This design comes from an exercise in tuning for small area and few clock cycles on the open sky130 flow, not from production work. In this exercise RTL edits were held to simulation tests only and were not proved equivalent to the original. Power figures rest on the tool's default switching activity, not on a simulated workload.

== run 1 ==
// mppt_telemetry_aggregator_top
module mppt_telemetry_aggregator_top (
  input  wire        clk,
  input  wire        rst_n,
  input  wire        in_valid,
  output wire        in_ready,
  input  wire [1:0]  in_command,
  input  wire [10:0] in_frame_id,
  input  wire [1:0]  in_frame_status,
  input  wire [15:0] in_word_one,
  input  wire [15:0] in_word_two,
  input  wire [15:0] in_word_three,
  input  wire [15:0] in_word_four,
  output wire        out_valid,
  input  wire        out_ready,
  output wire [2:0]  out_kind,
  output wire [31:0] out_value_high,
  output wire [31:0] out_value_low,
  output wire        out_last,
  output wire [4:0]  out_status_one,
  output wire [4:0]  out_status_two,
  input  wire        cfg_valid,
  output wire        cfg_ready,
  input  wire [1:0]  cfg_index,
  input  wire [31:0] cfg_data
);
  localparam [31:0] IdentText = 32'h4143_7631;
  localparam [1:0] CMD_FRAME  = 2'd0;
  localparam [1:0] CMD_POLL   = 2'd1;
  localparam [1:0] CMD_REPORT = 2'd2;
  localparam [1:0] GRP_AVG   = 2'd0;
  localparam [1:0] GRP_TEMP  = 2'd1;
  localparam [1:0] GRP_PAIR  = 2'd2;
  localparam [1:0] GRP_IDENT = 2'd3;
  reg  [10:0] unit_one_id_r;
  reg  [10:0] unit_two_id_r;
  reg  [15:0] temp_limit_r;
  reg  [31:0] serial_no_r;
  assign cfg_ready = 1'b1;
  wire [31:0] cfg_z = cfg_data & {32{rst_n}};            
  wire [31:0] cfg_o = cfg_data | {32{~rst_n}};           
  wire        cfg_w = cfg_valid && rst_n;
  always @(posedge clk) begin
    if (!rst_n || (cfg_w && cfg_index == 2'd0)) unit_one_id_r <= cfg_z[10:0];
    if (!rst_n || (cfg_w && cfg_index == 2'd1)) unit_two_id_r <= {cfg_z[10:1], cfg_o[0]};
    if (!rst_n || (cfg_w && cfg_index == 2'd2))
      temp_limit_r <= {cfg_z[15:13], cfg_o[12:11], cfg_z[10], cfg_o[9:8], cfg_z[7],
                       cfg_o[6], cfg_z[5], cfg_o[4:3], cfg_z[2:0]};
    if (!rst_n || (cfg_w && cfg_index == 2'd3)) serial_no_r <= cfg_z;
  end
  reg  [15:0] avg_v0_r, avg_v1_r, avg_c0_r, avg_c1_r;
  ...
Size: ~15,000 um^2 of cells after synthesis.
clock: 5.0 ns
lec_check: 0
cap_margin: 20
core_margin: 2
core_utilization: 60
cts_cluster_diameter: 80
cts_cluster_size: 30
slew_margin: 20
standard.sh (not shown) runs the stock make flow with config.mk's settings and CLKGATE_MAP_FILE= SYNTH_SCRIPT=/design/flow/synth_recipe.tcl, a recipe that flattens the netlist after the stock synthesis.
==> flow/flow/run.sh <==
#!/bin/bash
set -euo pipefail
export BUFFER_PORTS_ARGS="-buffer_cell sky130_fd_sc_hd__buf_1"
bash standard.sh finish > standard_flow.log 2>&1
Run 1 | stages: all done | timing, DRC, antenna: all pass
Testbench counts of run 1, summed over its fixed seeds: cycles 17,161.
> inputs changed (run 1 -> run 2)
Settings: CTS_CLUSTER_DIAMETER: 80 -> 100; CORE_UTILIZATION: 60 -> 40.
==> comparison <==
Run 2: final estimated routing congestion in global placement lower than run 1
When the final numbers for run 1 and run 2 were put side by side, the share of the final layout cell area in multi-input gates turned out to be greater in run 1.
Summary of run 2 over run 1: layout cell share with drive strength beyond 1 down 0.62 points, hold slack now sits lower, post-detailed-routing wire length went up by 3.4%, total power lower, sum of met2 wire segment lengths after detailed routing increased 4.4%.
Total clock buffers created by CTS (lower): run 2
Higher sequential share of power goes to run 2 over run 1.
Run 2 vs run 1: vias after detailed routing down slightly
Input changes introduced in run 3 (baseline for comparison: run 2):
Settings: CTS_CLUSTER_SIZE now 20, was 30; CTS_CLUSTER_DIAMETER no longer set, was 100; CTS_BUF_LIST now sky130_fd_sc_hd__clkbuf_8, previously not set.
Findings:
- Diff run 2 -> run 3: non-clock buffer count level; worst hold slack moved down; net total in the final layout moved up; flip-flop and latch count after synthesis level.
- Summary of run 3 over run 2: worst setup margin saw an increase; routed wire length saw an increase.
## Diff of input files: run 4 against run 3
Settings: CTS_CLUSTER_DIAMETER: unset -> 100; CTS_CLUSTER_SIZE: 20 -> 24; CORE_UTILIZATION: 40 -> 60; CTS_BUF_LIST: sky130_fd_sc_hd__clkbuf_8 -> unset.
Notes after the runs:
Higher post-route minimum period was reported by run 4, not run 3.
Taking run 3 as the reference, in run 4 power per cell area has decreased, routed via count divided by cell count has increased, power has decreased, post-detailed-routing wire length has decreased, total number of nets in the final design has decreased.
Switching power share of the total delta (run 4 -> run 3): insignificant
avg_v1_r[13]$_DFFE_PP_ as the critical path endpoint was reported by run 4, and avg_v1_r[15]$_DFFE_PP_ by run 3.
Looking at part of the power in registers across run 3 and run 4, the one that comes out higher is run 4.
Looking at filler cell count in the final layout, run 4 sits below run 3.
Part of the cycle the worst path needs: run 4 > run 3
Run 4 has worst hold slack above what run 3 had.

---

The RTL this note starts from:
==> flow/design.v <==
`default_nettype none
module mppt_telemetry_aggregator_top (
  input  wire        clk,
  input  wire        rst_n,
  input  wire        in_valid,
  output wire        in_ready,
  input  wire [1:0]  in_command,
  input  wire [10:0] in_frame_id,
  input  wire [1:0]  in_frame_status,
  input  wire [15:0] in_word_one,
  input  wire [15:0] in_word_two,
  input  wire [15:0] in_word_three,
  input  wire [15:0] in_word_four,
  output wire        out_valid,
  input  wire        out_ready,
  output wire [2:0]  out_kind,
  output wire [31:0] out_value_high,
  output wire [31:0] out_value_low,
  output wire        out_last,
  output wire [4:0]  out_status_one,
  output wire [4:0]  out_status_two,
  input  wire        cfg_valid,
  output wire        cfg_ready,
  input  wire [1:0]  cfg_index,
  input  wire [31:0] cfg_data
);
  localparam [31:0] IdentText = 32'h4143_7631;
  localparam [1:0] CMD_FRAME  = 2'd0;
  localparam [1:0] CMD_POLL   = 2'd1;
  localparam [1:0] CMD_REPORT = 2'd2;
  localparam [1:0] GRP_AVG   = 2'd0;
  localparam [1:0] GRP_TEMP  = 2'd1;
  localparam [1:0] GRP_PAIR  = 2'd2;
  localparam [1:0] GRP_IDENT = 2'd3;
  reg  [10:0] unit_one_id_r;
  reg  [10:0] unit_two_id_r;
  reg  [15:0] temp_limit_r;
  reg  [31:0] serial_no_r;
  assign cfg_ready = 1'b1;
  wire [31:0] cfg_z = cfg_data & {32{rst_n}};            
  wire [31:0] cfg_o = cfg_data | {32{~rst_n}};           
  wire        cfg_w = cfg_valid && rst_n;
  always @(posedge clk) begin
    if (!rst_n || (cfg_w && cfg_index == 2'd0)) unit_one_id_r <= cfg_z[10:0];
    if (!rst_n || (cfg_w && cfg_index == 2'd1)) unit_two_id_r <= {cfg_z[10:1], cfg_o[0]};
    if (!rst_n || (cfg_w && cfg_index == 2'd2))
      temp_limit_r <= {cfg_z[15:13], cfg_o[12:11], cfg_z[10], cfg_o[9:8], cfg_z[7],
                       cfg_o[6], cfg_z[5], cfg_o[4:3], cfg_z[2:0]};
    if (!rst_n || (cfg_w && cfg_index == 2'd3)) serial_no_r <= cfg_z;
  end
  reg  [15:0] avg_v0_r, avg_v1_r, avg_c0_r, avg_c1_r;
  reg  [15:0] bus0_r, bus1_r, temp0_r, temp1_r;
  reg         ot0_r, ot1_r;         
  reg         pd0_r, pd1_r;         
  reg         poll_sel_r;
  reg  [3:0]  phase_r;
  reg         s0_valid_r;           
  reg  [2:0]  s0_kind_r;
  reg  [3:0]  s0_st_r;              
  reg  [15:0] s0_hi_r;
  reg  [16:0] s0_lo_r;
  reg         s1_valid_r;           
  reg         s1_report_r;
  reg         s1_unit_r;            
  reg  [3:0]  s1_st_r;
  reg  [1:0]  grp_p1, grp_p2;       
  always @(*) begin
    case (phase_r)
      4'd0:             begin grp_p1 = GRP_IDENT; grp_p2 = GRP_PAIR;  end
      4'd1:             begin grp_p1 = GRP_AVG;   grp_p2 = GRP_IDENT; end
      4'd2, 4'd5, 4'd8: begin grp_p1 = GRP_TEMP;  grp_p2 = GRP_AVG;   end
      4'd3, 4'd6, 4'd9: begin grp_p1 = GRP_PAIR;  grp_p2 = GRP_TEMP;  end
      default:          begin grp_p1 = GRP_AVG;   grp_p2 = GRP_PAIR;  end
    endcase
  end
  wire [1:0]  s1_grp_r = grp_p1;
  wire [1:0]  s0_grp_r = (s1_valid_r && s1_report_r) ? grp_p2 : grp_p1;
  reg         s0_more;
  reg  [2:0]  s0_next_kind;
  always @(*) begin
    s0_more      = 1'b0;
    s0_next_kind = 3'd0;
    case (s0_kind_r)
      3'd1: begin
        s0_more = 1'b1;
        case (s0_grp_r)
          GRP_AVG:  s0_next_kind = 3'd2;
          GRP_TEMP: s0_next_kind = 3'd4;
          GRP_PAIR: s0_next_kind = 3'd6;
          default:  s0_next_kind = 3'd7;
        endcase
      end
      3'd2: begin s0_more = 1'b1; s0_next_kind = 3'd3; end
      3'd4: begin s0_more = 1'b1; s0_next_kind = 3'd5; end
      default: ;
    endcase
  end
  wire        take    = s0_valid_r && out_ready;
  wire        adv     = take && !s0_more;    
  wire        a_valid = adv ? s1_valid_r : s0_valid_r;
  wire        a_s1    = !adv && s1_valid_r;
  reg dep0, dep1;
  always @(*) begin
    dep0 = 1'b0;
    dep1 = 1'b0;
    if (adv) begin
      if (s1_valid_r && s1_report_r && s1_grp_r != GRP_IDENT) begin
        dep0 = 1'b1; dep1 = 1'b1;
      end
    end else if (take) begin
      if (s0_kind_r == 3'd1 && s0_grp_r == GRP_AVG) dep1 = 1'b1;
    end else if (s0_valid_r) begin
      if (s0_kind_r == 3'd1 && s0_grp_r != GRP_IDENT) begin
        dep0 = 1'b1; dep1 = 1'b1;
      end
      if (s0_kind_r == 3'd2) dep1 = 1'b1;
    end
    if (a_s1 && s1_report_r) begin
      dep0 = 1'b1; dep1 = 1'b1;
    end
  end
  wire is_frame  = (in_command == CMD_FRAME) && (in_frame_status == 2'd0);
  wire hit_one   = (in_frame_id == unit_one_id_r);
  wire hit_two   = (in_frame_id == unit_two_id_r);
  wire upd0      = is_frame && hit_one;
  wire upd1      = is_frame && !hit_one && hit_two;
  wire is_poll   = (in_command == CMD_POLL);
  wire is_report = (in_command == CMD_REPORT);
  wire gives     = is_poll || is_report;
  assign in_ready = !((upd0 && dep0) || (upd1 && dep1) || (gives && a_s1));
  wire acc     = rst_n && in_valid && in_ready;
  wire acc_f0  = acc && upd0;
  wire acc_f1  = acc && upd1;
  wire acc_msg = acc && gives;
  wire [15:0] sm_v_avg = hit_one ? avg_v0_r : avg_v1_r;
  wire [15:0] sm_c_avg = hit_one ? avg_c0_r : avg_c1_r;
  wire [19:0] sm_v_t   = {sm_v_avg, 4'b0000} - {4'b0000, sm_v_avg} + {4'b0000, in_word_one};
  wire [19:0] sm_c_t   = {sm_c_avg, 4'b0000} - {4'b0000, sm_c_avg} + {4'b0000, in_word_two};
  wire        over     = (in_word_four > temp_limit_r);
  wire        poll_u   = poll_sel_r;
  wire [3:0]  msg_st   = {ot1_r, pd1_r | (is_poll & poll_u), ot0_r, pd0_r | (is_poll & ~poll_u)};
  wire        en0     = !rst_n || acc_f0;
  wire        en1     = !rst_n || acc_f1;
  wire [15:0] u_avg_v = sm_v_t[19:4] & {16{rst_n}};
  wire [15:0] u_avg_c = sm_c_t[19:4] & {16{rst_n}};
  wire [15:0] u_bus   = in_word_three & {16{rst_n}};
  wire [15:0] u_temp  = in_word_four & {16{rst_n}};
  always @(posedge clk) begin
    if (en0) begin
      avg_v0_r <= u_avg_v; avg_c0_r <= u_avg_c; bus0_r <= u_bus; temp0_r <= u_temp;
    end
    if (en1) begin
      avg_v1_r <= u_avg_v; avg_c1_r <= u_avg_c; bus1_r <= u_bus; temp1_r <= u_temp;
    end
  end
  always @(posedge clk) begin
    if (!rst_n) begin
      ot0_r <= 1'b0; ot1_r <= 1'b0; pd0_r <= 1'b0; pd1_r <= 1'b0;
      poll_sel_r <= 1'b0;
      phase_r    <= 4'd0;
    end else begin
      if (acc_f0) begin
        ot0_r <= ot0_r | over; pd0_r <= 1'b0;
      end
      if (acc_f1) begin
        ot1_r <= ot1_r | over; pd1_r <= 1'b0;
      end
      if (acc_msg && is_poll) begin
        poll_sel_r <= ~poll_sel_r;
        if (poll_u) pd1_r <= 1'b1;
        else        pd0_r <= 1'b1;
      end
      if (acc_msg && is_report) begin
        phase_r <= (phase_r == 4'd9) ? 4'd0 : phase_r + 4'd1;
      end
    end
  end
  wire        ld_new  = acc_msg && !a_valid;    
  wire        ld_s1   = adv && s1_valid_r;      
  wire        ld_next = take && s0_more;        
  reg  [2:0]  ld_kind;
  reg         ld_unit;
  always @(*) begin
    if (ld_next) begin
      ld_kind = s0_next_kind;
      ld_unit = 1'b0;
    end else if (ld_s1) begin
      ld_kind = s1_report_r ? 3'd1 : 3'd0;
      ld_unit = s1_unit_r;
    end else begin
      ld_kind = is_report ? 3'd1 : 3'd0;
      ld_unit = poll_u;
    end
  end
  wire [16:0] bus_sum  = {1'b0, bus0_r} + {1'b0, bus1_r};
  wire [15:0] temp_max = (temp1_r >= temp0_r) ? temp1_r : temp0_r;
  reg  [15:0] ld_hi;
  reg  [16:0] ld_lo;
  always @(*) begin
    ld_hi = 16'd0;
    ld_lo = 17'd0;
    case (ld_kind)
      3'd0: ld_lo = {6'd0, ld_unit ? unit_two_id_r : unit_one_id_r};
      3'd1: ld_lo = bus_sum;
      3'd2: begin ld_hi = avg_v0_r; ld_lo = {1'b0, avg_c0_r}; end
      3'd3: begin ld_hi = avg_v1_r; ld_lo = {1'b0, avg_c1_r}; end
      3'd4: ld_lo = {1'b0, temp_max};
      3'd6: begin ld_hi = temp0_r; ld_lo = {1'b0, temp1_r}; end
      default: ;
    endcase
  end
  always @(posedge clk) begin
    if (!rst_n) begin
      s0_valid_r <= 1'b0;
      s1_valid_r <= 1'b0;
    end else begin
      s0_valid_r <= a_valid || acc_msg;
      s1_valid_r <= a_s1 || (acc_msg && a_valid);
    end
  end
  always @(posedge clk) begin
    if (ld_new || ld_s1 || ld_next) begin
      s0_kind_r <= ld_kind;
      s0_hi_r   <= ld_hi;
      s0_lo_r   <= ld_lo;
    end
    if (ld_new) begin
      s0_st_r  <= msg_st;
    end else if (ld_s1) begin
      s0_st_r  <= s1_st_r;
    end
    if (acc_msg && a_valid) begin
      s1_report_r <= is_report;
      s1_unit_r   <= poll_u;
      s1_st_r     <= msg_st;
    end
  end
  wire ident = (s0_kind_r == 3'd5) || (s0_kind_r == 3'd7);
  assign out_valid      = s0_valid_r;
  assign out_kind       = s0_kind_r;
  assign out_value_high = ident ? IdentText : {16'd0, s0_hi_r};
  assign out_value_low  = ident ? serial_no_r : {15'd0, s0_lo_r};
  assign out_last       = !s0_more;
  assign out_status_one = {s0_st_r[1], 2'b00, s0_st_r[0], 1'b0};
  assign out_status_two = {s0_st_r[3], 2'b00, s0_st_r[2], 1'b0};
endmodule
`default_nettype wire
Settings: LEC_CHECK=0, CAP_MARGIN=20, CORE_MARGIN=2, CORE_UTILIZATION=40, CTS_BUF_LIST=sky130_fd_sc_hd__clkbuf_4 sky130_fd_sc_hd__clkbuf_8, SLEW_MARGIN=20; clock period 5.0 ns.
Scripts as last shown in full above: flow/flow/run.sh
The first run finished clean.
Testbench counts at the start, summed over its fixed seeds: cycles 17,161.
Next try:
Settings changed: CTS_BUF_LIST sky130_fd_sc_hd__clkbuf_4 sky130_fd_sc_hd__clkbuf_8 to unset, CTS_CLUSTER_DIAMETER set to 100, CTS_CLUSTER_SIZE set to 24.
Effect: Global-route usage decreases by 0.42 points. Non-clock buffer count is unchanged. Register-to-register slack stays flat. Flip-flop and latch count is unchanged. Clock skew rose by 4.4 ps. Total power shrinks by about 6%. Utilization is lower by 1.1 points. Via count went down by 2.7%. Setup slack gets worse by 47 ps.
Next try:
Settings changed: CTS_CLUSTER_DIAMETER 100 to unset, CTS_CLUSTER_SIZE 24 to unset.
Effect: Routed wire length increases by 1.0%. Die area stays the same. Via count increases by 1.1%. Sequential power is about the same. Area after synthesis stays the same. Power increases by 8.3%. Global-route usage increases by 0.22 points. Clock-buffer cell count increases by 20.

[what the ideal ports hide]
The flow's constraints put no driver on any port. The routed layouts listed below were extracted and timed again, unchanged, in two steps.
Step 1 assumes that a clkbuf_16 drives the clock port and a buf_2 every other input.
Step 2, shift: input delay + t, output delay - t, t = (earliest + latest rising clock arrival at the registers) / 2. This alone moves slack from input paths to output paths.
a / b / c = ideal ports / drivers / drivers and shift; a / b = the first two.
run	t, ns	setup slack, ns	pins driven straight from the clock port
run 1	0.542	0.435 / 0.463 / -0.078	1
run 2	0.540	0.421 / 0.449 / -0.090	1
run 3	0.595	0.476 / 0.503 / -0.092	1
run 4	0.537	0.451 / 0.479 / -0.058	1
the first run of note 2	0.598	0.459 / 0.487 / -0.111	1
the second run of note 2	0.537	0.413 / 0.440 / -0.097	1
the third run of note 2	0.595	0.464 / 0.497 / -0.098	1
Met with ideal ports but missed after step 2: setup timing in every run listed. The setup slack of the first run of note 2, which loses most, moves by +0.028 ns with the drivers and by -0.570 ns with both steps.
